Context: an optimization exercise on an open-source flow, tuned for small area, a short achievable clock period and few clock cycles per item. The choices shown serve that exercise and are no tape-out recipe.
RTL that was checked went through simulation tests only; none was proved equivalent to the original.
For run 1, only the layout was checked, not whether the RTL still works.

## flow/flow/run.sh

```bash
#!/bin/bash
# The standard layout, with repair_timing aiming below the clock period
# (setup margin) so the critical paths are sized and buffered, and the port
# buffers made from the smallest buffer cell (repair sizes them up as needed).
set -euo pipefail
bash standard.sh SETUP_SLACK_MARGIN=7.0 "BUFFER_PORTS_ARGS=-buffer_cell sky130_fd_sc_hd__buf_1" finish > make.log 2>&1
```

## flow/standard.sh

```bash
#!/bin/bash
# synth_recipe.tcl (not shown) runs the flow's synth.tcl, then flattens the netlist and writes it again
# the make line also repeats each setting of config.mk as NAME=value (left out here)
make -C /OpenROAD-flow-scripts/flow DESIGN_CONFIG=/design/flow/config.mk WORK_HOME=/design/flow/orfs CLKGATE_MAP_FILE= SYNTH_SCRIPT=/design/flow/synth_recipe.tcl "${@:-finish}"
```

## flow/config.mk

```make
export PLATFORM = sky130hd
export DESIGN_NAME = ycbcr420_to_rgb_flip_core
export DESIGN_NICKNAME = ycbcr420_to_rgb_flip_core
export VERILOG_FILES = /design/flow/design.v
export SDC_FILE = /design/flow/constraint.sdc
export NUM_CORES = 4
export LEC_CHECK = 0
export CAP_MARGIN = 20
export CORE_MARGIN = 2
export CORE_UTILIZATION = 40
export CTS_BUF_LIST = sky130_fd_sc_hd__clkbuf_8
export CTS_CLUSTER_DIAMETER = 100
export CTS_CLUSTER_SIZE = 12
export SLEW_MARGIN = 20
```

## flow/constraint.sdc

```tcl
create_clock -name core_clock -period 11.0 [get_ports {clk}]
set_input_delay 2.2000 -clock core_clock [delete_from_list [all_inputs] [get_ports {clk}]]
set_output_delay 2.2000 -clock core_clock [all_outputs]
set_load 0.01 [all_outputs]
```

## flow/design.v

```verilog
package ycrgb_pkg;
	localparam logic [9:0]  RST_COL_MAX = 10'd159;   
	localparam logic [9:0]  RST_ROW_MAX = 10'd119;   
	localparam logic [12:0] RST_ROW_STRIDE = 13'd960;
endpackage
module ycrgb_chroma
(
	input  logic [7:0] cb,    
	input  logic [7:0] cr,    
	output logic [9:0] kr,
	output logic [8:0] kg,
	output logic [9:0] kb
);
	logic signed [5:0] kb_c;    
	always_comb begin
		if ($signed(cb) >= 8'sd117) begin
			kb_c = -6'sd17;
		end else if ($signed(cb) >= 8'sd59) begin
			kb_c = -6'sd18;
		end else if ($signed(cb) >= 8'sd0) begin
			kb_c = -6'sd19;
		end else if ($signed(cb) >= -8'sd58) begin
			kb_c = -6'sd20;
		end else if ($signed(cb) >= -8'sd116) begin
			kb_c = -6'sd21;
		end else begin
			kb_c = -6'sd22;
		end
	end
	assign kb = {cb[7], cb, 1'b0} + {{4{kb_c[5]}}, kb_c};
	logic [11:0] kr_ta;
	logic [11:0] kr_tb;
	logic [11:0] kr_s;
	always_comb begin
		case (cr[7:4])
			4'd8: kr_ta = 12'd2310;
			4'd9: kr_ta = 12'd2515;
			4'd10: kr_ta = 12'd2718;
			4'd11: kr_ta = 12'd2924;
			4'd12: kr_ta = 12'd3127;
			4'd13: kr_ta = 12'd3332;
			4'd14: kr_ta = 12'd3535;
			4'd15: kr_ta = 12'd3741;
			4'd0: kr_ta = 12'd3944;
			4'd1: kr_ta = 12'd53;
			4'd2: kr_ta = 12'd257;
			4'd3: kr_ta = 12'd461;
			4'd4: kr_ta = 12'd665;
			4'd5: kr_ta = 12'd870;
			4'd6: kr_ta = 12'd1074;
			4'd7: kr_ta = 12'd1278;
			default: kr_ta = 12'd0;
		endcase
		case (cr[3:0])
			4'd0: kr_tb = 12'd0;
			4'd1: kr_tb = 12'd11;
			4'd2: kr_tb = 12'd25;
			4'd3: kr_tb = 12'd38;
			4'd4: kr_tb = 12'd50;
			4'd5: kr_tb = 12'd63;
			4'd6: kr_tb = 12'd75;
			4'd7: kr_tb = 12'd89;
			4'd8: kr_tb = 12'd101;
			4'd9: kr_tb = 12'd114;
			4'd10: kr_tb = 12'd127;
			4'd11: kr_tb = 12'd139;
			4'd12: kr_tb = 12'd153;
			4'd13: kr_tb = 12'd164;
			4'd14: kr_tb = 12'd178;
			4'd15: kr_tb = 12'd191;
			default: kr_tb = 12'd0;
		endcase
	end
	assign kr_s = kr_ta + kr_tb;
	assign kr = {kr_s[11], kr_s[11:3]};
	wire gw1 = ~cb[6] ^ cb[3];
	wire gw2 = ~cb[6] & cb[3];
	wire gw3 = cb[7] ^ cb[4];
	wire gw4 = cb[7] & cb[4];
	wire gw5 = cb[5] ^ ~cb[3];
	wire gw6 = cb[5] & ~cb[3];
	wire gw7 = ~cb[4] ^ ~cb[2];
	wire gw8 = ~cb[4] & ~cb[2];
	wire gw9 = ~cb[5] ^ ~cb[3] ^ ~cb[0];
	wire gw10 = (~cb[5] & ~cb[3]) | (~cb[5] & ~cb[0]) | (~cb[3] & ~cb[0]);
	wire gw11 = cr[5] ^ ~cr[1];
	wire gw12 = cr[5] & ~cr[1];
	wire gw13 = ~cb[6] ^ ~cb[4] ^ ~cb[1];
	wire gw14 = (~cb[6] & ~cb[4]) | (~cb[6] & ~cb[1]) | (~cb[4] & ~cb[1]);
	wire gw15 = cr[6] ^ ~cr[2];
	wire gw16 = cr[6] & ~cr[2];
	wire gw17 = cb[7] ^ ~cb[5] ^ ~cb[2];
	wire gw18 = (cb[7] & ~cb[5]) | (cb[7] & ~cb[2]) | (~cb[5] & ~cb[2]);
	wire gw19 = ~cr[7] ^ ~cr[3];
	wire gw20 = ~cr[7] & ~cr[3];
	wire gw21 = ~cb[6] ^ ~cb[3] ^ ~cr[4];
	wire gw22 = (~cb[6] & ~cb[3]) | (~cb[6] & ~cr[4]) | (~cb[3] & ~cr[4]);
	wire gw23 = cb[7] ^ ~cb[4] ^ ~cb[0];
	wire gw24 = (cb[7] & ~cb[4]) | (cb[7] & ~cb[0]) | (~cb[4] & ~cb[0]);
	wire gw25 = ~cb[5] ^ ~cb[1];
	wire gw26 = ~cb[5] & ~cb[1];
	wire gw27 = ~cb[6] ^ ~cb[2] ^ cr[7];
	wire gw28 = (~cb[6] & ~cb[2]) | (~cb[6] & cr[7]) | (~cb[2] & cr[7]);
	wire gw29 = cb[7] ^ ~cb[3];
	wire gw30 = cb[7] & ~cb[3];
	wire gw31 = ~cb[4] ^ cb[1] ^ ~cr[2];
	wire gw32 = (~cb[4] & cb[1]) | (~cb[4] & ~cr[2]) | (cb[1] & ~cr[2]);
	wire gw33 = ~cb[5] ^ cb[2] ^ ~cb[0];
	wire gw34 = (~cb[5] & cb[2]) | (~cb[5] & ~cb[0]) | (cb[2] & ~cb[0]);
	wire gw35 = ~cb[1] ^ ~cr[4] ^ cr[2];
	wire gw36 = (~cb[1] & ~cr[4]) | (~cb[1] & cr[2]) | (~cr[4] & cr[2]);
	wire gw37 = ~cr[0] ^ 1'b1;
	wire gw38 = ~cr[0] & 1'b1;
	wire gw39 = ~cb[2] ^ ~cr[5] ^ cr[3];
	wire gw40 = (~cb[2] & ~cr[5]) | (~cb[2] & cr[3]) | (~cr[5] & cr[3]);
	wire gw41 = ~cr[1] ^ gw3 ^ gw2;
	wire gw42 = (~cr[1] & gw3) | (~cr[1] & gw2) | (gw3 & gw2);
	wire gw43 = ~cr[6] ^ cr[4] ^ ~cr[2];
	wire gw44 = (~cr[6] & cr[4]) | (~cr[6] & ~cr[2]) | (cr[4] & ~cr[2]);
	wire gw45 = 1'b1 ^ gw5 ^ gw4;
	wire gw46 = (1'b1 & gw5) | (1'b1 & gw4) | (gw5 & gw4);
	wire gw47 = cb[6] ^ ~cb[4] ^ cr[7];
	wire gw48 = (cb[6] & ~cb[4]) | (cb[6] & cr[7]) | (~cb[4] & cr[7]);
	wire gw49 = cr[5] ^ ~cr[3] ^ gw6;
	wire gw50 = (cr[5] & ~cr[3]) | (cr[5] & gw6) | (~cr[3] & gw6);
	wire gw51 = ~cb[7] ^ ~cb[5] ^ cr[6];
	wire gw52 = (~cb[7] & ~cb[5]) | (~cb[7] & cr[6]) | (~cb[5] & cr[6]);
	wire gw53 = ~cr[4] ^ 1'b1;
	wire gw54 = ~cr[4] & 1'b1;
	wire gw55 = ~cb[6] ^ ~cr[7] ^ ~cr[5];
	wire gw56 = (~cb[6] & ~cr[7]) | (~cb[6] & ~cr[5]) | (~cr[7] & ~cr[5]);
	wire gw57 = ~cb[2] ^ ~cb[0];
	wire gw58 = ~cb[2] & ~cb[0];
	wire gw59 = ~cb[3] ^ ~cb[1];
	wire gw60 = ~cb[3] & ~cb[1];
	wire gw61 = cr[4] ^ ~cr[0] ^ 1'b1;
	wire gw62 = (cr[4] & ~cr[0]) | (cr[4] & 1'b1) | (~cr[0] & 1'b1);
	wire gw63 = 1'b1 ^ gw9 ^ gw11;
	wire gw64 = (1'b1 & gw9) | (1'b1 & gw11) | (gw9 & gw11);
	wire gw65 = gw13 ^ gw15 ^ gw10;
	wire gw66 = (gw13 & gw15) | (gw13 & gw10) | (gw15 & gw10);
	wire gw67 = gw17 ^ gw19 ^ gw14;
	wire gw68 = (gw17 & gw19) | (gw17 & gw14) | (gw19 & gw14);
	wire gw69 = 1'b1 ^ gw21 ^ gw18;
	wire gw70 = (1'b1 & gw21) | (1'b1 & gw18) | (gw21 & gw18);
	wire gw71 = ~cr[5] ^ 1'b1 ^ gw23;
	wire gw72 = (~cr[5] & 1'b1) | (~cr[5] & gw23) | (1'b1 & gw23);
	wire gw73 = ~cr[6] ^ 1'b1 ^ gw25;
	wire gw74 = (~cr[6] & 1'b1) | (~cr[6] & gw25) | (1'b1 & gw25);
	wire gw75 = ~cr[0] ^ 1'b1 ^ gw27;
	wire gw76 = (~cr[0] & 1'b1) | (~cr[0] & gw27) | (1'b1 & gw27);
	wire gw77 = cb[0] ^ ~cr[1] ^ gw29;
	wire gw78 = (cb[0] & ~cr[1]) | (cb[0] & gw29) | (~cr[1] & gw29);
	wire gw79 = cr[0] ^ 1'b1 ^ gw31;
	wire gw80 = (cr[0] & 1'b1) | (cr[0] & gw31) | (1'b1 & gw31);
	wire gw81 = ~cr[3] ^ cr[1] ^ gw33;
	wire gw82 = (~cr[3] & cr[1]) | (~cr[3] & gw33) | (cr[1] & gw33);
	wire gw83 = gw1 ^ gw35 ^ gw37;
	wire gw84 = (gw1 & gw35) | (gw1 & gw37) | (gw35 & gw37);
	wire gw85 = gw39 ^ gw41 ^ gw36;
	wire gw86 = (gw39 & gw41) | (gw39 & gw36) | (gw41 & gw36);
	wire gw87 = gw43 ^ gw45 ^ gw40;
	wire gw88 = (gw43 & gw45) | (gw43 & gw40) | (gw45 & gw40);
	wire gw89 = gw47 ^ gw49 ^ gw44;
	wire gw90 = (gw47 & gw49) | (gw47 & gw44) | (gw49 & gw44);
	wire gw91 = gw51 ^ gw53 ^ gw48;
	wire gw92 = (gw51 & gw53) | (gw51 & gw48) | (gw53 & gw48);
	wire gw93 = 1'b1 ^ gw55 ^ gw52;
	wire gw94 = (1'b1 & gw55) | (1'b1 & gw52) | (gw55 & gw52);
	wire gw95 = cb[7] ^ ~cr[6] ^ 1'b1;
	wire gw96 = (cb[7] & ~cr[6]) | (cb[7] & 1'b1) | (~cr[6] & 1'b1);
	wire gw97 = cr[2] ^ 1'b1;
	wire gw98 = cr[2] & 1'b1;
	wire gw99 = cr[3] ^ gw59 ^ gw58;
	wire gw100 = (cr[3] & gw59) | (cr[3] & gw58) | (gw59 & gw58);
	wire gw101 = gw7 ^ gw61 ^ gw60;
	wire gw102 = (gw7 & gw61) | (gw7 & gw60) | (gw61 & gw60);
	wire gw103 = gw8 ^ gw63 ^ gw62;
	wire gw104 = (gw8 & gw63) | (gw8 & gw62) | (gw63 & gw62);
	wire gw105 = gw12 ^ gw65 ^ gw64;
	wire gw106 = (gw12 & gw65) | (gw12 & gw64) | (gw65 & gw64);
	wire gw107 = gw16 ^ gw67 ^ gw66;
	wire gw108 = (gw16 & gw67) | (gw16 & gw66) | (gw67 & gw66);
	wire gw109 = gw20 ^ gw69 ^ gw68;
	wire gw110 = (gw20 & gw69) | (gw20 & gw68) | (gw69 & gw68);
	wire gw111 = gw22 ^ gw71 ^ gw70;
	wire gw112 = (gw22 & gw71) | (gw22 & gw70) | (gw71 & gw70);
	wire gw113 = gw24 ^ gw73 ^ gw72;
	wire gw114 = (gw24 & gw73) | (gw24 & gw72) | (gw73 & gw72);
	wire gw115 = gw26 ^ gw75 ^ gw74;
	wire gw116 = (gw26 & gw75) | (gw26 & gw74) | (gw75 & gw74);
	wire gw117 = gw28 ^ gw77 ^ gw76;
	wire gw118 = (gw28 & gw77) | (gw28 & gw76) | (gw77 & gw76);
	wire gw119 = gw30 ^ gw79 ^ gw78;
	wire gw120 = (gw30 & gw79) | (gw30 & gw78) | (gw79 & gw78);
	wire gw121 = gw32 ^ gw81 ^ gw80;
	wire gw122 = (gw32 & gw81) | (gw32 & gw80) | (gw81 & gw80);
	wire gw123 = gw34 ^ gw83 ^ gw82;
	wire gw124 = (gw34 & gw83) | (gw34 & gw82) | (gw83 & gw82);
	wire gw125 = gw38 ^ gw85 ^ gw84;
	wire gw126 = (gw38 & gw85) | (gw38 & gw84) | (gw85 & gw84);
	wire gw127 = gw42 ^ gw87 ^ gw86;
	wire gw128 = (gw42 & gw87) | (gw42 & gw86) | (gw87 & gw86);
	wire gw129 = gw46 ^ gw89 ^ gw88;
	wire gw130 = (gw46 & gw89) | (gw46 & gw88) | (gw89 & gw88);
	wire gw131 = gw50 ^ gw91 ^ gw90;
	wire gw132 = (gw50 & gw91) | (gw50 & gw90) | (gw91 & gw90);
	wire gw133 = gw54 ^ gw93 ^ gw92;
	wire gw134 = (gw54 & gw93) | (gw54 & gw92) | (gw93 & gw92);
	wire gw135 = gw56 ^ gw95 ^ gw94;
	wire gw136 = (gw56 & gw95) | (gw56 & gw94) | (gw95 & gw94);
	wire gw137 = cr[7] ^ 1'b1 ^ gw96;
	wire gw138 = (cr[7] & 1'b1) | (cr[7] & gw96) | (1'b1 & gw96);
	wire [23:0] gw139 = {gw138,gw137,gw135,gw133,gw131,gw129,gw127,gw125,gw123,gw121,gw119,gw117,gw115,gw113,gw111,gw109,gw107,gw105,gw103,gw101,gw99,gw57,1'b0,1'b0};
	wire [23:0] gw140 = {1'b0,gw136,gw134,gw132,gw130,gw128,gw126,gw124,gw122,gw120,gw118,gw116,gw114,gw112,gw110,gw108,gw106,gw104,gw102,gw100,gw98,gw97,1'b0,1'b0};
	wire [23:0] gw141 = gw139 + gw140;
	assign kg = {gw141[23],gw141[22],gw141[21],gw141[20],gw141[19],gw141[18],gw141[17],gw141[16],gw141[15]};
endmodule
module ycrgb_luma
(
	input  logic [7:0] luma,
	output logic [8:0] yy
);
	wire w1 = luma[4] ^ luma[2];
	wire w2 = luma[4] & luma[2];
	wire w3 = luma[5] ^ luma[3] ^ luma[1];
	wire w4 = (luma[5] & luma[3]) | (luma[5] & luma[1]) | (luma[3] & luma[1]);
	wire w5 = luma[6] ^ luma[4];
	wire w6 = luma[6] & luma[4];
	wire w7 = luma[7] ^ luma[5] ^ luma[3];
	wire w8 = (luma[7] & luma[5]) | (luma[7] & luma[3]) | (luma[5] & luma[3]);
	wire w9 = luma[6] ^ luma[4];
	wire w10 = luma[6] & luma[4];
	wire w11 = luma[7] ^ luma[5];
	wire w12 = luma[7] & luma[5];
	wire w13 = luma[7] ^ luma[2];
	wire w14 = luma[7] & luma[2];
	wire w15 = luma[3] ^ luma[1];
	wire w16 = luma[3] & luma[1];
	wire w17 = luma[0] ^ 1'b1 ^ w1;
	wire w18 = (luma[0] & 1'b1) | (luma[0] & w1) | (1'b1 & w1);
	wire w19 = 1'b1 ^ w3 ^ w2;
	wire w20 = (1'b1 & w3) | (1'b1 & w2) | (w3 & w2);
	wire w21 = luma[2] ^ w5 ^ w4;
	wire w22 = (luma[2] & w5) | (luma[2] & w4) | (w5 & w4);
	wire w23 = luma[0] ^ w7 ^ w6;
	wire w24 = (luma[0] & w7) | (luma[0] & w6) | (w7 & w6);
	wire w25 = luma[1] ^ w9 ^ w8;
	wire w26 = (luma[1] & w9) | (luma[1] & w8) | (w9 & w8);
	wire w27 = luma[2] ^ w11 ^ w10;
	wire w28 = (luma[2] & w11) | (luma[2] & w10) | (w11 & w10);
	wire w29 = luma[6] ^ luma[3] ^ w12;
	wire w30 = (luma[6] & luma[3]) | (luma[6] & w12) | (luma[3] & w12);
	wire w31 = luma[7] ^ luma[4];
	wire w32 = luma[7] & luma[4];
	wire [20:0] w33 = {1'b0,luma[7],luma[6],luma[5],w31,w29,w27,w25,w23,w21,w19,w17,w15,luma[0],luma[6],luma[5],1'b0,1'b0,1'b0,1'b0,1'b0};
	wire [20:0] w34 = {1'b0,1'b0,1'b0,w32,w30,w28,w26,w24,w22,w20,w18,w16,w14,w13,luma[1],luma[0],1'b0,1'b0,1'b0,1'b0,1'b0};
	wire [20:0] w35 = w33 + w34;
	assign yy = {w35[20],w35[19],w35[18],w35[17],w35[16],w35[15],w35[14],w35[13],w35[12]};
endmodule
module ycbcr420_to_rgb_flip_core
#(
	parameter int MAX_WIDTH  = 2048,
	parameter int MAX_HEIGHT = 2048
) (
	input  logic        clk,
	input  logic        arst_n,
	input  logic        wr_en,
	input  logic [1:0]  wr_index,
	input  logic [12:0] wr_data,
	input  logic        s_tvalid,
	output logic        s_tready,
	input  logic [47:0] s_tdata,
	output logic        m_tvalid,
	input  logic        m_tready,
	output logic [71:0] m_tdata,
	output logic        m_tlast,
	output logic        m_tuser
);
	function automatic logic [7:0] sat8(input logic signed [10:0] v);
		if (v[10]) begin
			sat8 = 8'd0;
		end else if (v[9] | v[8]) begin
			sat8 = 8'd255;
		end else begin
			sat8 = v[7:0];
		end
	endfunction
	logic        ph;        
	logic        v1;
	logic        v2;
	logic        ld2;
	logic        r2_free;
	logic        ov;
	logic        olast;     
	logic        addr_ok;
	logic        adv;       
	logic        r1_free;
	logic        ld1;
	logic        ld1_in;    
	logic        ld_lo;
	logic        acc;
	logic        skid_v;    
	logic [7:0]  sk_a;
	logic [7:0]  sk_b;
	assign adv      = v2 && (!ov || m_tready) && addr_ok;
	assign r2_free  = !v2 || adv;
	assign ld2      = v1 && r2_free;
	assign r1_free  = !v1 || ld2;
	assign ld1      = r1_free && (skid_v || s_tvalid);
	assign ld1_in   = r1_free && !skid_v && s_tvalid;
	assign ld_lo    = adv && !olast;
	assign s_tready = ph && !skid_v;
	assign acc      = s_tvalid && s_tready;
	always_ff @(posedge clk or negedge arst_n) begin
		if (!arst_n) begin
			ph     <= 1'b0;
			skid_v <= 1'b0;
			v1     <= 1'b0;
			v2     <= 1'b0;
			ov     <= 1'b0;
			olast  <= 1'b1;
		end else begin
			if (ld1_in || acc) begin
				ph <= !ph;
			end
			if (acc && !r1_free) begin
				skid_v <= 1'b1;
			end else if (r1_free) begin
				skid_v <= 1'b0;
			end
			if (r1_free) begin
				v1 <= skid_v || s_tvalid;
			end
			if (r2_free) begin
				v2 <= v1;
			end
			if (adv) begin
				ov    <= 1'b1;
				olast <= !olast;
			end else if (m_tready) begin
				ov    <= 1'b0;
			end
		end
	end
	always_ff @(posedge clk) begin
		if (acc && !r1_free) begin
			sk_a <= s_tdata[23:16];
			sk_b <= s_tdata[31:24];
		end
	end
	logic [7:0] ya_q;
	logic [7:0] yb_q;
	logic [7:0] cb_q;
	logic [7:0] cr_q;
	always_ff @(posedge clk) begin
		if (ld1) begin
			ya_q <= skid_v ? sk_a : (ph ? s_tdata[23:16] : s_tdata[7:0]);
			yb_q <= skid_v ? sk_b : (ph ? s_tdata[31:24] : s_tdata[15:8]);
		end
		if (ld1_in) begin
			cb_q <= s_tdata[39:32];
			cr_q <= s_tdata[47:40];
		end
	end
	logic [8:0]        yy_a;
	logic [8:0]        yy_b;
	logic signed [9:0] kr;
	logic signed [8:0] kg;
	logic signed [9:0] kb;
	ycrgb_luma u_luma_a (.luma(ya_q), .yy(yy_a));
	ycrgb_luma u_luma_b (.luma(yb_q), .yy(yy_b));
	ycrgb_chroma u_chroma (
		.cb (cb_q ^ 8'h80),
		.cr (cr_q ^ 8'h80),
		.kr (kr),
		.kg (kg),
		.kb (kb)
	);
	logic [8:0]        yy_a_q;
	logic [8:0]        yy_b_q;
	logic signed [9:0] kr_q;
	logic signed [8:0] kg_q;
	logic signed [9:0] kb_q;
	always_ff @(posedge clk) begin
		if (ld2) begin
			yy_a_q <= yy_a;
			yy_b_q <= yy_b;
			kr_q   <= kr;
			kg_q   <= kg;
			kb_q   <= kb;
		end
	end
	function automatic logic [10:0] add11(input logic [10:0] a, input logic [10:0] b);
		logic c;
		c = 1'b0;
		for (int i = 0; i < 11; i++) begin
			add11[i] = a[i] ^ b[i] ^ c;
			c        = (a[i] & b[i]) | (c & (a[i] ^ b[i]));
		end
	endfunction
	logic [9:0]  cm;        
	logic [9:0]  rm;        
	logic [12:0] stride;
	logic [9:0]  col;       
	logic [9:0]  row;       
	logic        lc_q;      
	logic        lr_q;      
	logic        lr_q2;
	logic        wr_q;      
	logic        clamp;
	logic        lc_adv;
	logic        lr_adv;
	logic [23:0] base;      
	logic        bvalid;
	logic        bstart;
	logic [3:0]  bcnt;
	logic        kbit_q;
	logic        st_q;
	logic [9:0]  wr_max;
	logic [9:0]  col_n;
	logic [9:0]  row_n;
	logic [9:0]  kmul;
	logic [15:0] kmul_x;
	logic [23:0] badd_a;
	logic [23:0] badd_b;
	logic [23:0] badd;
	logic        row_step;
	logic        wr_geo;
	function automatic logic ge10(input logic [9:0] a, input logic [9:0] b);
		logic c;
		c = 1'b1;
		for (int i = 0; i < 10; i++) begin
			c = (a[i] & ~b[i]) | ((a[i] | ~b[i]) & c);
		end
		ge10 = c;
	endfunction
	function automatic logic [9:0] inc10(input logic [9:0] a);
		logic c;
		c = 1'b1;
		for (int i = 0; i < 10; i++) begin
			inc10[i] = a[i] ^ c;
			c        = a[i] & c;
		end
	endfunction
	logic [9:0] col_p1;
	logic [9:0] row_p1;
	assign col_p1 = inc10(col);
	assign row_p1 = inc10(row);
	always_comb begin
		if (wr_data[10:0] == 11'd0) begin
			wr_max = 10'd0;
		end else if (wr_data[10]) begin
			wr_max = 10'd1023;
		end else begin
			wr_max = wr_data[9:0] - 10'd1;
		end
	end
	assign wr_geo = wr_en && (wr_index != 2'd3);
	always_ff @(posedge clk or negedge arst_n) begin
		if (!arst_n) begin
			cm     <= ycrgb_pkg::RST_COL_MAX;
			rm     <= ycrgb_pkg::RST_ROW_MAX;
			stride <= ycrgb_pkg::RST_ROW_STRIDE;
		end else if (wr_en) begin
			case (wr_index)
				2'd0: cm     <= wr_max;
				2'd1: rm     <= wr_max;
				2'd2: stride <= wr_data;
				default: ;
			endcase
		end
	end
	assign row_step = ld_lo && lc_q && !lr_q;
	assign clamp    = !bvalid && !wr_q && !wr_geo;
	assign lc_adv   = lc_q ? (cm == 10'd0) : ge10(col_p1, cm);
	assign lr_adv   = lc_q ? (lr_q ? (rm == 10'd0) : ge10(row_p1, rm)) : lr_q;
	always_comb begin
		col_n = col;
		row_n = row;
		if (ld_lo) begin
			if (lc_q) begin
				col_n = 10'd0;
				row_n = lr_q ? 10'd0 : row_p1;
			end else begin
				col_n = col_p1;
			end
		end else if (clamp) begin
			if (lc_q) begin
				col_n = cm;
			end
			if (lr_q) begin
				row_n = rm;
			end
		end
	end
	always_ff @(posedge clk or negedge arst_n) begin
		if (!arst_n) begin
			col   <= '0;
			row   <= '0;
			lc_q  <= 1'b0;
			lr_q  <= 1'b0;
			lr_q2 <= 1'b0;
			wr_q  <= 1'b0;
		end else begin
			col   <= col_n;
			row   <= row_n;
			if (ld_lo) begin
				lc_q <= lc_adv;
				lr_q <= lr_adv;
			end else begin
				lc_q <= (clamp && lc_q) || ge10(col, cm);
				lr_q <= (clamp && lr_q) || ge10(row, rm);
			end
			lr_q2 <= lr_q;
			wr_q  <= wr_geo;
		end
	end
	assign kmul   = lr_q ? rm : (rm - row);
	assign kmul_x = {6'd0, kmul};
	assign bstart = st_q || wr_q || (lr_q && !lr_q2);
	logic [14:0] badd_lo;
	logic [9:0]  bhi_dec;
	logic [9:0]  bhi_inc;
	assign badd_a  = bvalid ? base : {base[22:0], 1'b0};
	assign badd_b  = bvalid ? ~(24'({stride, 1'b0})) : (kbit_q ? 24'({stride, 1'b0}) : 24'd0);
	assign badd_lo = {1'b0, badd_a[13:0]} + {1'b0, badd_b[13:0]} + 15'(bvalid);
	assign bhi_dec = base[23:14] - 10'd1;
	assign bhi_inc = base[22:13] + 10'd1;
	always_comb begin
		if (bvalid) begin
			badd = {badd_lo[14] ? base[23:14] : bhi_dec, badd_lo[13:0]};
		end else begin
			badd = {badd_lo[14] ? bhi_inc : base[22:13], badd_lo[13:0]};
		end
	end
	always_ff @(posedge clk or negedge arst_n) begin
		if (!arst_n) begin
			bvalid <= 1'b0;
			bcnt   <= 4'd10;
			st_q   <= 1'b1;
		end else begin
			st_q <= 1'b0;
			if (bstart) begin
				bvalid <= 1'b0;
				bcnt   <= 4'd10;
			end else if (!bvalid) begin
				if (bcnt == 4'd0) begin
					bvalid <= 1'b1;
				end
				bcnt <= bcnt - 4'd1;
			end
		end
	end
	always_ff @(posedge clk) begin
		if (bstart) begin
			base   <= '0;
			kbit_q <= 1'b0;
		end else begin
			if (!bvalid || row_step) begin
				base <= badd;
			end
			kbit_q <= kmul_x[bcnt - 4'd1];
		end
	end
	assign addr_ok = olast ? (bvalid || lr_q) : 1'b1;
	logic [47:0] opix;
	logic [23:0] ooff;
	logic        ouser;
	logic [23:0] offa;
	logic [12:0] offb;
	logic [10:0] offc;
	logic [13:0] off_lo;
	logic [10:0] offa_inc;
	logic [23:0] off_n;
	assign offa     = olast ? (lr_q ? 24'd0 : base) : ooff;
	assign offb     = olast ? 13'({col, 2'b00}) : stride;
	assign offc     = olast ? {col, 1'b0} : 11'd0;
	assign off_lo   = {1'b0, offa[12:0]} + {1'b0, offb} + 14'(offc);
	assign offa_inc = offa[23:13] + 11'd1;
	assign off_n    = {off_lo[13] ? offa_inc : offa[23:13], off_lo[12:0]};
	always_ff @(posedge clk) begin
		if (adv) begin
			opix[7:0]   <= sat8(add11(11'(yy_a_q), 11'(kr_q)));
			opix[15:8]  <= sat8(add11(11'(yy_a_q), 11'(kg_q)));
			opix[23:16] <= sat8(add11(11'(yy_a_q), 11'(kb_q)));
			opix[31:24] <= sat8(add11(11'(yy_b_q), 11'(kr_q)));
			opix[39:32] <= sat8(add11(11'(yy_b_q), 11'(kg_q)));
			opix[47:40] <= sat8(add11(11'(yy_b_q), 11'(kb_q)));
			ooff        <= off_n;
			ouser       <= !olast && lc_q && lr_q;
		end
	end
	assign m_tvalid = ov;
	assign m_tlast  = olast;
	assign m_tuser  = ouser;
	assign m_tdata  = {ooff, opix};
endmodule
```

==> results of run 1 <==
==> final cells by class <==
cell class | count | area (sq um)
well taps | 664 | 830.8
clock inverters | 21 | 110.1
inverters | 244 | 939.7
clock buffers | 27 | 371.6
flip-flops and latches | 269 | 7432
multi-input cells | 1399 | 11850
repair buffers | 213 | 1169
fillers | 4689 | 26350
==> metal layers <==
layer | track usage (%) | vias up | share of wire, %
li1 | - | 7194 | -
met1 | 26.11 | 7301 | 43
met2 | 34.75 | 322 | 50
met3 | 2.194 | 76 | 4.2
met4 | 4.659 | 2 | 2.5
met5 | 0 | - | 0.037
==> cells by family (layout without fill, tap and decap cells) <==
group,count (synthesis),in the layout,synth area share (%)
simple gates,524,524,12.22
mux,65,65,3.482
buf+inv,310,505,5.897
other cells,1,1,0.01880
fa+ha+maj,320,320,24.50
xor+xnor,90,90,3.990
flops,269,269,37.24
compound gates,399,399,12.65
==> cells in the mapped netlist (all sizes together), types with 13 or more instances <==
cell	count
and3	25
inv	241
a211oi	17
nand2b	15
ha	191
xnor2	62
o21ai	109
or3	13
a21boi	15
o22ai	18
dfrtp	49
edfxtp	167
mux2i	39
dfxtp	33
a31oi	28
a21oi	101
nor2b	31
dfstp	20
fa	120
nor3	43
nand2	175
xor2	28
mux2	25
clkbuf	56
nand3	19
o21a	14
nor2	156
==> worst min-delay path, stage by stage, from the launching register on <==
cell and delay (ns):
dfxtp_1 0.34, nand2_1 0.06, a21oi_1 0.05
==> through the flow <==
| stage | instances | utilization (%) |
|---|---|---|
| 6_report | 2837 | 46.29 |
| 5_1_grt | 2837 | 46.29 |
| 4_1_cts | 2822 | 45.28 |
| 3_5_place_dp | 2731 | 43.34 |
| 3_3_place_gp | 2731 | 43.34 |
| 2_1_floorplan | 1978 | - |
==> registers in the layout, summed over array words and instances (netlist names), 9 cells and up <==
register,cells
yy_b_q,9
ooff,24
kb_q,10
kr_q,9
stride,13
opix,48
yy_a_q,9
cm,10
row,10
kg_q,9
base,24
col,10
rm,10
==> worst max path at each step <==
| stage | endpoint | slack, ns |
|---|---|---|
| after global routing | kg_q[7] | 6.71 |
| after CTS | kg_q[7] | 6.90 |
| after global placement | kg_q[7] | 6.35 |
| after detailed placement | kg_q[7] | 6.29 |
| final | kg_q[7] | 6.83 |
| after floorplan | ooff[16] | 6.77 |
==> repair_timing <==
item | 4_1_cts | 5_1_grt
pin swaps | 16 | 31
gates resized for setup | 37 | 90
cloned | 1 | 1
setup buffers | 42 | 14
setup endpoints to repair | 34 | 65
==> impl_results.md, run 1 <==
- Status: complete, no violations
- Global-route wire length before repair: 80.09 mm
- Grt ovf: 0
- WHS Endpoint: base[7]
- Cell chain of the critical path: inv_4, buf_6, fa_1, inv_2, ha_4, inv_2, fa_1, ha_4, a21oi_2, o21ai_2, a2111oi_4, a221oi_2, o2111a_1, or3_4, a21oi_4, xnor2_1
- CP top delay family: adder cells
- CTS tree: built
- Final TNS setup: 0 ns
- N_diodes: 0
- Clock transition at path regs: 0.09 ns
- Number of DRC markers in iteration 0: 1040
- Yosys top cell area share: 25.14%
- DR vias/cell: 5.250
- Count of different cell masters after synthesis: 88
- Routed len/inst: 18.10 um
- Worst slack, placed: 6.289 ns
- Layout cells sized above 1: 12.89%
- Antenna violations before repair: 1
- Setup WS post-layout: 6.826 ns
- Worst r2r src: cb_q[4]
- Synth Cell Area: 19940 sq um
- Max frequency: 239.6 MHz
- Final count of hold timing violations: 0
- Vias in the first global route: 14940
- Ys async rst share: 25.65%
- RSZ-0062 raised after global routing: yes
- Largest area contributor in the netlist: edfxtp_1
- Max transition margin: 34.80%
- Syn_nets: 2357
- Max-cap violations: 0
- Clock sink count: 269
- Num rows: 81
- Sequential fraction of the synthesis area: 37.24%
- Critical Path Start: cb_q[4]
- Hold Buf Count CTS: 0
- Remaining DRCs: 0
- Most frequent cells in the layout: inv_1, ha_1, nand2_1
- Port bufs: 143
- Clk root buf: clkbuf_8
- Buf/Inv on CP: 4
- Syn avg cell area: 10.08 sq um
- Required time of the critical path: 11.37 ns
- Number of routed nets with antenna violations: 0
- Maximum fanout along the worst path: 3
- Syn Inst Count: 1978
- Tcrit/Tclk final: 37.95%
- Later-pin clock latency in the skew report: 0.62 ns
- FF+latch count, synth: 269
- Area grow syn2layout: 13.85%
- Worst Tran Pin Value: 0.9780 ns
- Dpl cell area: 21260 sq um
- Die Wd: 227.3 um
- Nets: 2532
- Area contributors post-synth: edfxtp_1, fa_1, ha_1
- Max Root-Sink Buffers: 3
- CP startpoint kind: flip-flop
- Most used flip-flop cell after synthesis: edfxtp_1
- FF-to-FF End: kg_q[7]
- DIE AREA: 51660 sq um
- Routed vias: 14900
- Pins over their slew limit: 0
- Post-DP HPWL: 38.61 mm
- Period minus WS final: 4.174 ns
- Final setup vio count: 0
- Slowest stage delay, CP: 0.59 ns
- Design area: 22710 sq um
- CP max-delay cell: fa_1
- GP Congestion: 0.9100
- Crit. End Element: flip-flop
- TritonCTS buffer count: 26
- Hold Path Stages: 2
- Initial Util: 40.66%
- Worst Hold Launch: base[7]
- YS warnings: 2
- Final wirelength: 51.35 mm
- Die Span Y: 227.3 um
- Crit path DAT: 4.54 ns
- Post-synth EDFFs: 167
- Most common cell after layout, fill and taps aside: inv_1
- Core area: 49050 sq um
- Clk_skew: 0.03596 ns
- Slack of the worst reg-to-reg path: 6.83 ns
- All-Layer GR Usage: 19.77%
- Top Ports: 144
- WS Path Type: flip-flop to flip-flop
- Pre-antenna DRT Iters: 6
- Hold Path Class: flip-flop to flip-flop
- R2R cell count: 16
- Largest net degree at the start of global routing: 70
- Stages on the worst setup path: 16
- Max H-tree Level: 1
- Hold_ws: 0.4884 ns
==> run 2, diff against run 1 <==
--- a/flow/design.v
+++ b/flow/design.v
@@ -569,14 +569,16 @@
 	logic        ouser;
-	logic [23:0] offa;
-	logic [12:0] offb;
-	logic [10:0] offc;
-	logic [13:0] off_lo;
-	logic [10:0] offa_inc;
-	logic [23:0] off_n;
-	assign offa     = olast ? (lr_q ? 24'd0 : base) : ooff;
-	assign offb     = olast ? 13'({col, 2'b00}) : stride;
-	assign offc     = olast ? {col, 1'b0} : 11'd0;
-	assign off_lo   = {1'b0, offa[12:0]} + {1'b0, offb} + 14'(offc);
-	assign offa_inc = offa[23:13] + 11'd1;
-	assign off_n    = {off_lo[13] ? offa_inc : offa[23:13], off_lo[12:0]};
+	logic [23:0] up_off;
+	logic [23:0] bsel;
+	logic [13:0] up_lo;
+	logic [13:0] lo_lo;
+	logic [10:0] bsel_inc;
+	logic [10:0] ooff_inc;
+	logic [23:0] lo_off;
+	assign bsel     = lr_q ? 24'd0 : base;
+	assign up_lo    = {1'b0, bsel[12:0]} + 14'({col, 2'b00}) + 14'({col, 1'b0});
+	assign bsel_inc = bsel[23:13] + 11'd1;
+	assign up_off   = {up_lo[13] ? bsel_inc : bsel[23:13], up_lo[12:0]};
+	assign lo_lo    = {1'b0, ooff[12:0]} + {1'b0, stride};
+	assign ooff_inc = ooff[23:13] + 11'd1;
+	assign lo_off   = {lo_lo[13] ? ooff_inc : ooff[23:13], lo_lo[12:0]};
 	always_ff @(posedge clk) begin
@@ -589,3 +591,3 @@
 			opix[47:40] <= sat8(add11(11'(yy_b_q), 11'(kb_q)));
-			ooff        <= off_n;
+			ooff        <= olast ? up_off : lo_off;
 			ouser       <= !olast && lc_q && lr_q;
--- a/flow/flow/run.sh
+++ b/flow/flow/run.sh
@@ -5,2 +5,2 @@
 set -euo pipefail
-bash standard.sh SETUP_SLACK_MARGIN=7.0 "BUFFER_PORTS_ARGS=-buffer_cell sky130_fd_sc_hd__buf_1" finish > make.log 2>&1
+bash standard.sh SETUP_SLACK_MARGIN=7.1 "BUFFER_PORTS_ARGS=-buffer_cell sky130_fd_sc_hd__buf_1" finish > make.log 2>&1
==> impl_results.md, run 2 <==
- Die Span Y: 230.0 um (+1.2%)
- TritonCTS buffer count: 27 (+3.8%)
- Max H-tree Level: 1 (unchanged)
- Dpl cell area: 21790 sq um (+2.5%)
- Maximum fanout along the worst path: 5 (+2)
- DR vias/cell: 5.264 (+0.27%)
- Port bufs: 143 (unchanged)
- GP Congestion: 0.8882 (-2.4%)
- Number of routed nets with antenna violations: 0 (unchanged)
- CP top delay family: adder cells
- Largest regs: opix (48), base (24), ooff (24)
- YS warnings: 2 (unchanged)
- Most frequent cells in the layout: inv_1, ha_1, edfxtp_1
- Reg with most FFs: opix
- Clk_skew: 0.02616 ns (-0.009796 ns)
- Number of DRC markers in iteration 0: 1007 (-3.2%)
- Slowest stage delay, CP: 0.53 ns (-0.06 ns)
- Antenna violations before repair: 1 (unchanged)
- Finished Layout Cells: 2866 (+1.0%)
- Worst slack, placed: 6.281 ns (-0.007450 ns)
- Routed len/inst: 18.00 um (-0.55%)
- Post-synth EDFFs: 167 (unchanged)
- Hold Path Class: flip-flop to flip-flop
- Global-route wire length before repair: 81.88 mm (+2.2%)
- Max Root-Sink Buffers: 3 (unchanged)
- Sequential fraction of the synthesis area: 36.35% (-0.89 points)
- Max FFs per register: 48 (unchanged)
- Worst Tran Pin Value: 0.9119 ns (-0.06612 ns)
- Nets: 2563 (+1.2%)
- Hold Buf Count CTS: 0 (unchanged)
- Clock transition at path regs: 0.10 ns (about the same)
- Post-Place Cells: 2763 (+1.2%)
- Most common cell after layout, fill and taps aside: inv_1
- Yosys top cell area share: 24.54% (-0.60 points)
- Post-DP HPWL: 39.05 mm (+1.1%)
- Synth top cells by count: inv_1, ha_1, edfxtp_1, nor2_1, nand2_1
- Period minus WS final: 4.020 ns (-0.1544 ns)
- Buf/Inv on CP: 3 (-1)
- Clk root buf: clkbuf_8
- Top Ports: 144 (unchanged)
- Status: complete, no violations
- Design area: 23380 sq um (+3.0%)
- Syn_nets: 2388 (+1.3%)
- Remaining DRCs: 0 (unchanged)
- Final count of hold timing violations: 0 (unchanged)
- Synth Area in Adders: 24.76% (+0.26 points)
- Largest net degree at the start of global routing: 65 (-7.1%)
- Max frequency: 248.8 MHz (+3.8%)
- CP max-delay cell: edfxtp_1
- Most used flip-flop cell after synthesis: edfxtp_1
- Grt ovf: 0 (unchanged)
- Largest family of logic cells by synthesized area: adder cells
- DIE AREA: 52910 sq um (+2.4%)
- FF+latch count, synth: 269 (unchanged)
- Largest area contributor in the netlist: edfxtp_1
- Hold_ws: 0.4870 ns (-0.001444 ns)
- Simple-gate area share of the yosys netlist: 11.59% (-0.64 points)
- All-Layer GR Usage: 19.31% (-0.46 points)
- Later-pin clock latency in the skew report: 0.63 ns (about the same)
- Vias in the first global route: 15250 (+2.1%)
- Final setup vio count: 0 (unchanged)
- Ys async rst share: 25.65% (unchanged)
- Area contributors post-synth: edfxtp_1, ha_1, fa_1
- Die Wd: 230.0 um (+1.2%)
- WS Path Type: flip-flop to flip-flop
- Tcrit/Tclk final: 36.54% (-1.4 points)
- Crit path DAT: 4.48 ns (-0.06 ns)
- Critical Path Most Common Cell: fa_2
- CTS tree: built
- Setup WS post-layout: 6.980 ns (+0.1544 ns)
- Cell chain of the critical path: buf_6, buf_6, ha_4, fa_2, fa_2, fa_2, fa_2, inv_2, fa_2, fa_2, fa_2, fa_2, nand2_8, nor2_4, nor2_4
- Core area: 50270 sq um (+2.5%)
- RSZ-0062 raised after global routing: yes
- XOR/XNOR Fraction of Synth Area: 4.758% (+0.77 points)
- Clock sink count: 269 (unchanged)
- Layout cells sized above 1: 15.60% (+2.7 points)
- Synth Cell Area: 20430 sq um (+2.5%)
- Final wirelength: 51.58 mm (+0.47%)
- Mux cell area share after synthesis: 4.090% (+0.61 points)
- Crit. End Element: flip-flop
- Required time of the critical path: 11.46 ns (+0.09 ns)
- Max transition margin: 39.21% (+4.4 points)
- Pins over their slew limit: 0 (unchanged)
- Syn avg cell area: 10.23 sq um (+1.5%)
- Compound-Gate Fraction of Synth Area: 13.12% (+0.46 points)
- Most common cell in the netlist: inv_1
- Area grow syn2layout: 14.41%
- Initial Util: 40.64% (about the same)
- Max-cap violations: 0 (unchanged)
- Num rows: 82 (+1.2%)
- Final TNS setup: 0 ns (unchanged)
- Syn Inst Count: 1997 (+0.96%)
- CP startpoint kind: flip-flop
- Routed vias: 15090 (+1.3%)
- Pre-antenna DRT Iters: 5 (-1)
- Count of different cell masters after synthesis: 77 (-13%)
==> run 2: cell count changes after synthesis, sizes merged, moves of 13 or more <==
| cell | delta |
|---|---|
| o21ai | -30 |
| a21oi | +18 |
| nand2 | -26 |
| nand3 | +13 |
| inv | -16 |
==> run 2: cell type report <==
cell class,instances,area (sq um)
Sequential cell,269,7435
Multi-Input combinational cell,1439,12660
Clock buffer,27,371.6
Tap cell,672,840.8
Fill cell,4717,26890
Antenna cell,1,2.502
Clock inverter,23,102.6
Inverter,226,870.8
Timing Repair Buffer,209,1096
==> run 2: cells by family (layout without fill, tap and decap cells) <==
| logic type | count (synthesis) | in the layout |
|---|---|---|
| XOR/XNOR | 111 | 111 |
| other | 1 | 2 |
| buffers and inverters | 289 | 485 |
| flip-flops | 269 | 269 |
| adder cells (fa/ha/maj) | 334 | 334 |
| multiplexers | 76 | 76 |
| AO/OA/AOI/OAI | 411 | 411 |
| AND/OR/NAND/NOR | 506 | 506 |
==> run 2: metrics by stage <==
step	utilization, %
after global placement	43.33
final	46.50
after global routing	46.50
after detailed placement	43.34
after CTS	45.49
after floorplan	-
==> run 2: final timing paths <==
kind,cells past startpoint,slack (ns),start,end
worst max register to register,15,6.98,yy_a_q[0],opix[10]
max in group asynchronous,2,8.42,arst_n,bvalid
worst max-delay path,15,6.98,yy_a_q[0],opix[10]
worst min-delay path,2,0.49,base[12],base[12]
min in group asynchronous,1,1.41,arst_n,ov
worst min register to register,2,0.49,base[12],base[12]
==> run 2: metal layers <==
| metal | part of all wire, % | up-vias | wire length (um) | GRT usage [%] |
|---|---|---|---|---|
| li1 | - | 7332 | - | - |
| met1 | 43 | 7379 | 22170 | 24.53 |
| met2 | 51 | 307 | 26100 | 34.79 |
| met3 | 3.6 | 70 | 1873 | 2.207 |
| met4 | 2.8 | 0 | 1445 | 4.980 |
| met5 | 0 | - | 0 | 0 |
==> run 2: worst min-delay path, stage by stage, from the launching register on <==
cell     delay (ns)
dfxtp_1        0.34
nand2_1        0.06
a21oi_1        0.05
==> run 2: what timing repair did <==
action,CTS,global route
setup buffers,27,24
resized for setup,115,67
pin swaps,40,50
endpoints found under the setup margin,50,58
cloned,0,1
Testbench counts of run 2, summed over its fixed seeds: cycles 19,304, items 9,600.
==> run 3, diff against run 2 <==
--- a/flow/flow/run.sh
+++ b/flow/flow/run.sh
@@ -5,2 +5,2 @@
 set -euo pipefail
-bash standard.sh SETUP_SLACK_MARGIN=7.1 "BUFFER_PORTS_ARGS=-buffer_cell sky130_fd_sc_hd__buf_1" finish > make.log 2>&1
+bash standard.sh SETUP_SLACK_MARGIN=6.9 "BUFFER_PORTS_ARGS=-buffer_cell sky130_fd_sc_hd__buf_1" finish > make.log 2>&1
==> impl_results.md, run 3 <==
- Status: complete, no violations
- Core area: 50270 sq um (unchanged)
- RSZ-0062 raised after global routing: yes
- GP Congestion: 0.8950 (+0.77%)
- Grt ovf: 0 (unchanged)
- Required time of the critical path: 11.39 ns (-0.07 ns)
- Most common cell in the netlist: inv_1
- YS warnings: 2 (unchanged)
- Yosys top cell area share: 24.54% (unchanged)
- Largest area contributor in the netlist: edfxtp_1
- Num rows: 82 (unchanged)
- Clk_skew: 0.04165 ns (+0.01549 ns)
- Largest regs: opix (48), base (24), ooff (24)
- Maximum fanout along the worst path: 4 (-1)
- DR vias/cell: 5.271 (+0.12%)
- TritonCTS buffer count: 27 (unchanged)
- Routed vias: 14960 (-0.82%)
- Pre-antenna DRT Iters: 5 (unchanged)
- Max transition margin: 40.47% (+1.3 points)
- Syn_nets: 2388 (unchanged)
- Synth top cells by count: inv_1, ha_1, edfxtp_1, nor2_1, nand2_1
- CTS tree: built
- Antenna violations before repair: 0 (-1)
- Synth Cell Area: 20430 sq um (unchanged)
- Max-cap violations: 0 (unchanged)
- Ys async rst share: 25.65% (unchanged)
- Clock transition at path regs: 0.10 ns (about the same)
- Routed len/inst: 17.56 um (-2.4%)
- Final count of hold timing violations: 0 (unchanged)
- Final setup vio count: 0 (unchanged)
- Post-synth EDFFs: 167 (unchanged)
- Max Root-Sink Buffers: 3 (unchanged)
- DIE AREA: 52910 sq um (unchanged)
- Final wirelength: 49.87 mm (-3.3%)
- Number of DRC markers in iteration 0: 925 (-8.1%)
- N_diodes: 0 (-1)
- Global-route wire length before repair: 79.37 mm (-3.1%)
- Max H-tree Level: 1 (unchanged)
- Layout cells sized above 1: 9.968% (-5.6 points)
- Sequential fraction of the synthesis area: 36.35% (unchanged)
- FF+latch count, synth: 269 (unchanged)
- Post-DP HPWL: 38.56 mm (-1.3%)
- Gr busiest metal: met2
- WS Path Type: flip-flop to flip-flop
- Reg with most FFs: opix
- Hold Buf Count CTS: 0 (unchanged)
- Met2 usage: 32.93% (-1.9 points)
- Worst slack, placed: 6.194 ns (-0.08757 ns)
- Area grow syn2layout: 10.47%
- Number of routed nets with antenna violations: 0 (unchanged)
- Design area: 22570 sq um (-3.4%)
- Area contributors post-synth: edfxtp_1, ha_1, fa_1
- Die Span Y: 230.0 um (unchanged)
- Max FFs per register: 48 (unchanged)
- GR Util met1: 23.70% (-0.83 points)
- Met3 Track Usage GR: 2.592% (+0.38 points)
- Dpl cell area: 21750 sq um (-0.19%)
- CP startpoint kind: flip-flop
- Most frequent cells in the layout: inv_1, ha_1, edfxtp_1
- Vias in the first global route: 14980 (-1.8%)
- Remaining DRCs: 0 (unchanged)
- Largest net degree at the start of global routing: 64 (-1.5%)
- Die Wd: 230.0 um (unchanged)
- Syn Inst Count: 1997 (unchanged)
- Pins over their slew limit: 0 (unchanged)
- All-Layer GR Usage: 18.79% (-0.52 points)
- Most common cell after layout, fill and taps aside: inv_1
- Max frequency: 245.3 MHz (-1.4%)
- Worst Tran Pin Value: 0.8929 ns (-0.01899 ns)
- Count of different cell masters after synthesis: 77 (unchanged)
- Clock sink count: 269 (unchanged)
- Nets: 2537 (-1.0%)
- Final TNS setup: 0 ns (unchanged)
- Number of fill cells: 4744 (+0.57%)
- Later-pin clock latency in the skew report: 0.64 ns (about the same)
- Tcrit/Tclk final: 37.06% (+0.52 points)
- Setup WS post-layout: 6.923 ns (-0.05681 ns)
- Initial Util: 40.64% (unchanged)
- Clk root buf: clkbuf_8
- Syn avg cell area: 10.23 sq um (unchanged)
- Crit path DAT: 4.47 ns (about the same)
- Hold Path Class: flip-flop to flip-flop
- Most used flip-flop cell after synthesis: edfxtp_1
- Port bufs: 143 (unchanged)
- Crit. End Element: flip-flop
- Top Ports: 144 (unchanged)
- Period minus WS final: 4.077 ns (+0.05681 ns)
- Hold_ws: 0.4898 ns (+0.002842 ns)
-- run 3: layout make-up --
cell class	count	area, sq um	share of cell area, %
multi-input cells	1439	12110	53.67
repair buffers	183	848.3	3.758
flip-flops and latches	269	7430	32.91
clock buffers	27	371.6	1.646
well taps	672	840.8	3.725
inverters	226	863.3	3.825
clock inverters	23	105.1	0.4656
-- run 3: layer usage --
metal  up-vias  wire [um]
met3        92       2278
li1       7273          -
met5         -          0
met1      7253      21420
met2       346      24470
met4         0       1695
-- run 3: kinds of logic after synthesis --
kind of cell               after synthesis  synth area share, %
buffers and inverters                  289                5.327
muxes                                   76                4.090
AOI/OAI and AO/OA                      411                13.12
xor gates and xnor gates               111                4.758
adders and majority gates              334                24.76
and+or+nand+nor                        506                11.59
DFF                                    269                36.35
other                                    1              0.01835
-- run 3: what timing repair did --
action | 4_1_cts | 5_1_grt
gates cloned | 0 | 0
setup buffers | 14 | 13
pin swaps | 0 | 6
endpoints found under the setup margin | 12 | 43
gates resized for setup | 9 | 36
-- run 3: path summary, 6_finish.rpt --
path	from	end	slack (ns)	depth (start not counted)
max in group asynchronous	arst_n	bvalid	8.44	2
hold reg to reg	base[9]	base[9]	0.49	2
setup / recovery	yy_a_q[0]	opix[6]	6.92	11
setup reg to reg	yy_a_q[0]	opix[6]	6.92	11
hold / removal	base[9]	base[9]	0.49	2
min in group asynchronous	arst_n	ov	1.42	1
-- run 3: through the flow --
stage / utilization, % / std cells
after global placement: 43.25 / 2762
final: 44.90 / 2839
after floorplan: - / 1997
after detailed placement: 43.26 / 2762
after global routing: 44.90 / 2839
after CTS: 44.45 / 2826
-- run 3: worst max-delay path, stage by stage, from the launching register on --
cell and delay [ns]:
edfxtp_1 0.51, ha_1 0.27, fa_1 0.38, fa_1 0.39
fa_1 0.39, fa_1 0.37, inv_1 0.09, fa_1 0.19
fa_1 0.19, fa_1 0.20, fa_1 0.49, a31oi_1 0.38
==> run 4, diff against run 3 <==
--- a/flow/flow/run.sh
+++ b/flow/flow/run.sh
@@ -5,2 +5,2 @@
 set -euo pipefail
-bash standard.sh SETUP_SLACK_MARGIN=6.9 "BUFFER_PORTS_ARGS=-buffer_cell sky130_fd_sc_hd__buf_1" finish > make.log 2>&1
+bash standard.sh SETUP_SLACK_MARGIN=7.0 "BUFFER_PORTS_ARGS=-buffer_cell sky130_fd_sc_hd__buf_1" finish > make.log 2>&1
==> impl_results.md, run 4 <==
- Antenna violations before repair: 1 (+1)
- Post-synth EDFFs: 167 (unchanged)
- Die Span Y: 230.0 um (unchanged)
- Critical Path Most Common Cell: fa_1
- Top Ports: 144 (unchanged)
- Slowest stage delay, CP: 0.58 ns (+0.07 ns)
- Ys async rst share: 25.65% (unchanged)
- Post-DP HPWL: 39.07 mm (+1.3%)
- Hold_ws: 0.4847 ns (-0.005096 ns)
- Post-Place Cells: 2764 (+0.072%)
- Max transition margin: 41.26% (+0.78 points)
- Worst Tran Pin Value: 0.8811 ns (-0.01174 ns)
- Crit path DAT: 4.35 ns (-0.12 ns)
- Tcrit/Tclk final: 36.30% (-0.76 points)
- Max-cap violations: 0 (unchanged)
- Vias in the first global route: 15100 (+0.81%)
- Area contributors post-synth: edfxtp_1, ha_1, fa_1
- Largest net degree at the start of global routing: 64 (unchanged)
- Layout cells sized above 1: 11.91% (+1.9 points)
- Sequential fraction of the synthesis area: 36.35% (unchanged)
- Required time of the critical path: 11.35 ns (-0.04 ns)
- Period minus WS final: 3.993 ns (-0.08369 ns)
- RSZ-0062 raised after global routing: yes
- Area grow syn2layout: 11.62%
- Design area: 22810 sq um (+1.0%)
- Worst slack, placed: 6.234 ns (+0.03977 ns)
- Cell chain of the critical path: inv_4, fa_1, fa_1, fa_1, ha_1, nand3_1, o21ai_0, a21oi_2, nand2_1, a31o_2, a31o_2, a21o_1, xor2_1
- Final TNS setup: 0 ns (unchanged)
- CP startpoint kind: flip-flop
- Setup WS post-layout: 7.007 ns (+0.08369 ns)
- Reg with most FFs: opix
- DR vias/cell: 5.273 (about the same)
- Nets: 2545 (+0.32%)
- Max Root-Sink Buffers: 3 (unchanged)
- TritonCTS buffer count: 26 (-3.7%)
- Number of routed nets with antenna violations: 0 (unchanged)
- Yosys top cell area share: 24.54% (unchanged)
- Max FFs per register: 48 (unchanged)
- Synth Cell Area: 20430 sq um (unchanged)
- Die Wd: 230.0 um (unchanged)
- Pins over their slew limit: 0 (unchanged)
- Clk root buf: clkbuf_8
- Crit. End Element: flip-flop
- Initial Util: 40.64% (unchanged)
- Final setup vio count: 0 (unchanged)
- Remaining DRCs: 0 (unchanged)
- Final wirelength: 50.55 mm (+1.4%)
- Grt ovf: 0 (unchanged)
- Routed vias: 15010 (+0.32%)
- All-Layer GR Usage: 19.02% (+0.23 points)
- Count of different cell masters after synthesis: 77 (unchanged)
- Most common cell after layout, fill and taps aside: inv_1
- Clock transition at path regs: 0.09 ns (about the same)
- Core area: 50270 sq um (unchanged)
- Clock sink count: 269 (unchanged)
- Hold Path Class: flip-flop to flip-flop
- Dpl cell area: 21790 sq um (+0.20%)
- Final count of hold timing violations: 0 (unchanged)
- GP Congestion: 0.9070 (+1.3%)
- Largest regs: opix (48), base (24), ooff (24)
- Most common cell in the netlist: inv_1
- Buf/Inv on CP: 1 (unchanged)
- Status: complete, no violations
- Pre-antenna DRT Iters: 5 (unchanged)
- Global-route wire length before repair: 80.39 mm (+1.3%)
- Syn avg cell area: 10.23 sq um (unchanged)
- Port bufs: 143 (unchanged)
- CP top delay family: adder cells
- WS Path Type: flip-flop to flip-flop
- Largest area contributor in the netlist: edfxtp_1
- Num rows: 82 (unchanged)
- Number of DRC markers in iteration 0: 989 (+6.9%)
- Max frequency: 250.4 MHz (+2.1%)
- Most frequent cells in the layout: inv_1, ha_1, edfxtp_1
- Later-pin clock latency in the skew report: 0.62 ns (-0.02 ns)
- YS warnings: 2 (unchanged)
- CP max-delay cell: fa_1
- Number of fill cells: 4777 (+0.70%)
- CTS tree: built
- Maximum fanout along the worst path: 7 (+3)
- Syn_nets: 2388 (unchanged)
- Final Core Density: 45.37% (+0.47 points)
- Finished Layout Cells: 2847 (+0.28%)
- Max H-tree Level: 1 (unchanged)
- Most used flip-flop cell after synthesis: edfxtp_1
- Clk_skew: 0.03504 ns (-0.006607 ns)
- FF+latch count, synth: 269 (unchanged)
- DIE AREA: 52910 sq um (unchanged)
- Synth top cells by count: inv_1, ha_1, edfxtp_1, nor2_1, nand2_1
- Routed len/inst: 17.76 um (+1.1%)
- Syn Inst Count: 1997 (unchanged)
==> run 4: final cells by class <==
| class | count | area, sq um | share of cell area (%) |
|---|---|---|---|
| timing repair buffer | 192 | 923.4 | 4.049 |
| clock inverter | 21 | 83.83 | 0.3676 |
| inverter | 226 | 862.1 | 3.780 |
| sequential | 269 | 7428 | 32.57 |
| clock buffer | 27 | 371.6 | 1.629 |
| tap | 672 | 840.8 | 3.687 |
| antenna | 1 | 2.502 | 0.01097 |
| multi-input combinational | 1439 | 12290 | 53.91 |
==> run 4: timing repair <==
item	CTS	global route
pin swaps	4	25
endpoints found under the setup margin	24	54
hold buffers	0	0
gates resized for setup	19	67
buffers inserted	22	12
==> run 4: path summary, 6_finish.rpt <==
path	startpoint	endpoint	slack [ns]	depth (start not counted)
max in group asynchronous	arst_n	bvalid	8.44	2
min in group asynchronous	arst_n	stride[12]	1.42	1
worst min register to register	v1	v2	0.48	1
worst max register to register	cb_q[7]	kg_q[2]	7.01	13
worst min-delay path	v1	v2	0.48	1
worst max-delay path	cb_q[7]	kg_q[2]	7.01	13
==> run 4: logic make-up after synthesis <==
| logic type | after synthesis | synth area share [%] |
|---|---|---|
| compound gates | 411 | 13.12 |
| other cells | 1 | 0.01835 |
| buf+inv | 289 | 5.327 |
| xor+xnor | 111 | 4.758 |
| flops | 269 | 36.35 |
| simple gates | 506 | 11.59 |
| mux | 76 | 4.090 |
| fa+ha+maj | 334 | 24.76 |
==> run 4: metal layers <==
metal | wire length [um] | vias up | GRT usage, %
met3 | 2074 | 92 | 2.455
met1 | 21960 | 7283 | 24.46
met4 | 1730 | 0 | 6.089
li1 | - | 7285 | -
met5 | 0 | - | 0
met2 | 24790 | 352 | 33.15
==> run 5, diff against run 4 <==
--- a/flow/design.v
+++ b/flow/design.v
@@ -30,2 +30,4 @@
 	assign kb = {cb[7], cb, 1'b0} + {{4{kb_c[5]}}, kb_c};
+	localparam logic [191:0] KR_TA = {12'd3741, 12'd3535, 12'd3332, 12'd3127, 12'd2924, 12'd2718, 12'd2515, 12'd2310, 12'd1278, 12'd1074, 12'd870, 12'd665, 12'd461, 12'd257, 12'd53, 12'd3944};
+	localparam logic [191:0] KR_TB = {12'd191, 12'd178, 12'd164, 12'd153, 12'd139, 12'd127, 12'd114, 12'd101, 12'd89, 12'd75, 12'd63, 12'd50, 12'd38, 12'd25, 12'd11, 12'd0};
 	logic [11:0] kr_ta;
@@ -33,43 +35,5 @@
 	logic [11:0] kr_s;
-	always_comb begin
-		case (cr[7:4])
-			4'd8: kr_ta = 12'd2310;
-			4'd9: kr_ta = 12'd2515;
-			4'd10: kr_ta = 12'd2718;
-			4'd11: kr_ta = 12'd2924;
-			4'd12: kr_ta = 12'd3127;
-			4'd13: kr_ta = 12'd3332;
-			4'd14: kr_ta = 12'd3535;
-			4'd15: kr_ta = 12'd3741;
-			4'd0: kr_ta = 12'd3944;
-			4'd1: kr_ta = 12'd53;
-			4'd2: kr_ta = 12'd257;
-			4'd3: kr_ta = 12'd461;
-			4'd4: kr_ta = 12'd665;
-			4'd5: kr_ta = 12'd870;
-			4'd6: kr_ta = 12'd1074;
-			4'd7: kr_ta = 12'd1278;
-			default: kr_ta = 12'd0;
-		endcase
-		case (cr[3:0])
-			4'd0: kr_tb = 12'd0;
-			4'd1: kr_tb = 12'd11;
-			4'd2: kr_tb = 12'd25;
-			4'd3: kr_tb = 12'd38;
-			4'd4: kr_tb = 12'd50;
-			4'd5: kr_tb = 12'd63;
-			4'd6: kr_tb = 12'd75;
-			4'd7: kr_tb = 12'd89;
-			4'd8: kr_tb = 12'd101;
-			4'd9: kr_tb = 12'd114;
-			4'd10: kr_tb = 12'd127;
-			4'd11: kr_tb = 12'd139;
-			4'd12: kr_tb = 12'd153;
-			4'd13: kr_tb = 12'd164;
-			4'd14: kr_tb = 12'd178;
-			4'd15: kr_tb = 12'd191;
-			default: kr_tb = 12'd0;
-		endcase
-	end
-	assign kr_s = kr_ta + kr_tb;
+	assign kr_ta = KR_TA[12 * cr[7:4] +: 12];
+	assign kr_tb = KR_TB[12 * cr[3:0] +: 12];
+	assign kr_s  = kr_ta + kr_tb;
 	assign kr = {kr_s[11], kr_s[11:3]};
==> impl_results.md, run 5 <==
- Final count of hold timing violations: 0 (unchanged)
- DIE AREA: 51780 sq um (-2.1%)
- WS Path Type: flip-flop to flip-flop
- Compound-Gate Fraction of Synth Area: 12.49% (-0.63 points)
- Nets: 2508 (-1.5%)
- Worst Hold Launch: v1
- Setup WS post-layout: 6.914 ns (-0.09313 ns)
- CP startpoint kind: flip-flop
- Yosys top cell area share: 25.09% (+0.54 points)
- Mux cell area share after synthesis: 4.281% (+0.19 points)
- Num rows: 81 (-1.2%)
- Antenna violations before repair: 0 (-1)
- Initial Util: 40.67% (about the same)
- Clk_skew: 0.06253 ns (+0.02749 ns)
- Final TNS setup: 0 ns (unchanged)
- Post-DP HPWL: 37.49 mm (-4.0%)
- DR vias/cell: 5.281 (+0.15%)
- Area grow syn2layout: 11.95%
- Final wirelength: 49.96 mm (-1.2%)
- Max Root-Sink Buffers: 3 (unchanged)
- Later-pin clock latency in the skew report: 0.65 ns (+0.03 ns)
- Count of different cell masters after synthesis: 74 (-3.9%)
- Design area: 22380 sq um (-1.9%)
- Status: complete, no violations
- Most common cell after layout, fill and taps aside: inv_1
- Syn Inst Count: 1963 (-1.7%)
- Max frequency: 244.7 MHz (-2.3%)
- Tcrit/Tclk final: 37.15% (+0.85 points)
- Largest net degree at the start of global routing: 70 (+9.4%)
- Hold Buf Count CTS: 0 (unchanged)
- Synth Area in Adders: 25.05% (+0.30 points)
- Crit path DAT: 4.52 ns (+0.17 ns)
- Layout cells sized above 1: 10.98% (-0.93 points)
- Sequential fraction of the synthesis area: 36.35% (about the same)
- Final setup vio count: 0 (unchanged)
- Worst Tran Pin Value: 0.9748 ns (+0.09368 ns)
- Area contributors post-synth: edfxtp_1, ha_1, fa_1
- YS warnings: 2 (unchanged)
- Routed vias: 14810 (-1.4%)
- Period minus WS final: 4.086 ns (+0.09313 ns)
- Simple-gate area share of the yosys netlist: 11.17% (-0.42 points)
- Largest area contributor in the netlist: edfxtp_1
- Clock sink count: 261 (-3.0%)
- Number of fill cells: 4638 (-2.9%)
- N_diodes: 0 (-1)
- Vias in the first global route: 14310 (-5.2%)
- Die Wd: 227.6 um (-1.1%)
[run 5: cells by family after synthesis]
group,after synthesis
AO/OA/AOI/OAI,394
XOR/XNOR,115
buffers and inverters,298
flip-flops,261
multiplexers,78
AND/OR/NAND/NOR,486
adder cells (fa/ha/maj),330
other,1
[run 5: final timing paths]
| path | cells after the start | end |
|---|---|---|
| min reg2reg | 1 | v2 |
| max | 12 | opix[22] |
| max in group asynchronous | 2 | bvalid |
| min in group asynchronous | 2 | stride[12] |
| max reg2reg | 12 | opix[22] |
| min | 1 | v2 |
[run 5: what timing repair did]
action	4_1_cts	5_1_grt
endpoints found under the setup margin	22	58
setup buffers	26	16
pin swaps	3	23
gates cloned	0	0
endpoints found under the hold margin	0	0
gates resized for setup	19	73
[run 5: worst max-delay path: stages (launching register included)]
cell and delay [ns]:
edfxtp_1 0.49, ha_2 0.24, fa_1 0.37, fa_1 0.40, fa_1 0.40, fa_1 0.38, inv_1 0.08, fa_1 0.19
fa_1 0.20, fa_2 0.22, fa_2 0.52, buf_4 0.18, a31oi_4 0.21
[run 5: final cells by class]
| class | instances | area, sq um | area share [%] |
|---|---|---|---|
| Sequential cell | 261 | 7268 | 32.48 |
| Clock inverter | 21 | 86.33 | 0.3858 |
| Timing Repair Buffer | 198 | 975.9 | 4.361 |
| Tap cell | 664 | 830.8 | 3.712 |
| Clock buffer | 25 | 344.1 | 1.537 |
| Multi-Input combinational cell | 1404 | 11990 | 53.59 |
| Inverter | 231 | 880.8 | 3.936 |
[run 5: routing by layer]
metal | GRT usage, % | wire length (um)
met1 | 26.02 | 22390
met2 | 32.94 | 24250
met3 | 2.491 | 2482
met4 | 4.217 | 845
met5 | 0 | 0
[run 5: metrics by stage]
step / std cells / hold slack, ns / utilization, %
3_5_place_dp: 2716 / 0.4591 / 43.22
6_report: 2804 / 0.4827 / 45.53
2_1_floorplan: 1963 / 0.3519 / -
4_1_cts: 2788 / 0.4802 / 44.59
5_1_grt: 2804 / 0.5115 / 45.53
3_3_place_gp: 2716 / 0.4486 / 43.22
Testbench counts of run 5, summed over its fixed seeds: cycles 19,304, items 9,600.

-- static timing again, ports no longer ideal --
In the flow no input, the clock included, has a driving cell. The finished layouts below were timed again as built, in two steps.
Step 1, drivers: a clkbuf_16 drives clk and a buf_2 each remaining input, both assumed.
Step 2 times the ports against the registers' clock, not the clock port: input delays grow and output delays shrink by t, the midpoint of the rising clock arrivals with the driver on.
a / b / c = ideal / step 1 / step 2; a / b = the first two.
| run | t, ns | setup WS [ns] | worst setup path at the end | latest minus earliest clock arrival (ns) |
|---|---|---|---|---|
| run 1 | 0.651 | 6.826 / 6.826 / 6.565 | input to register | 0.037 / 0.038 |
| run 2 | 0.671 | 6.980 / 6.980 / 6.589 | input to register | 0.027 / 0.027 |
| run 3 | 0.666 | 6.923 / 6.923 / 6.479 | input to register | 0.043 / 0.043 |
| run 4 | 0.659 | 7.007 / 7.007 / 6.514 | input to register | 0.036 / 0.036 |
| run 5 | 0.667 | 6.914 / 6.914 / 6.470 | input to register | 0.063 / 0.064 |
After both steps every run listed still meets setup and hold. The setup slack of run 4, which loses most, moves by 0.000 ns with the drivers and by -0.493 ns with both steps.
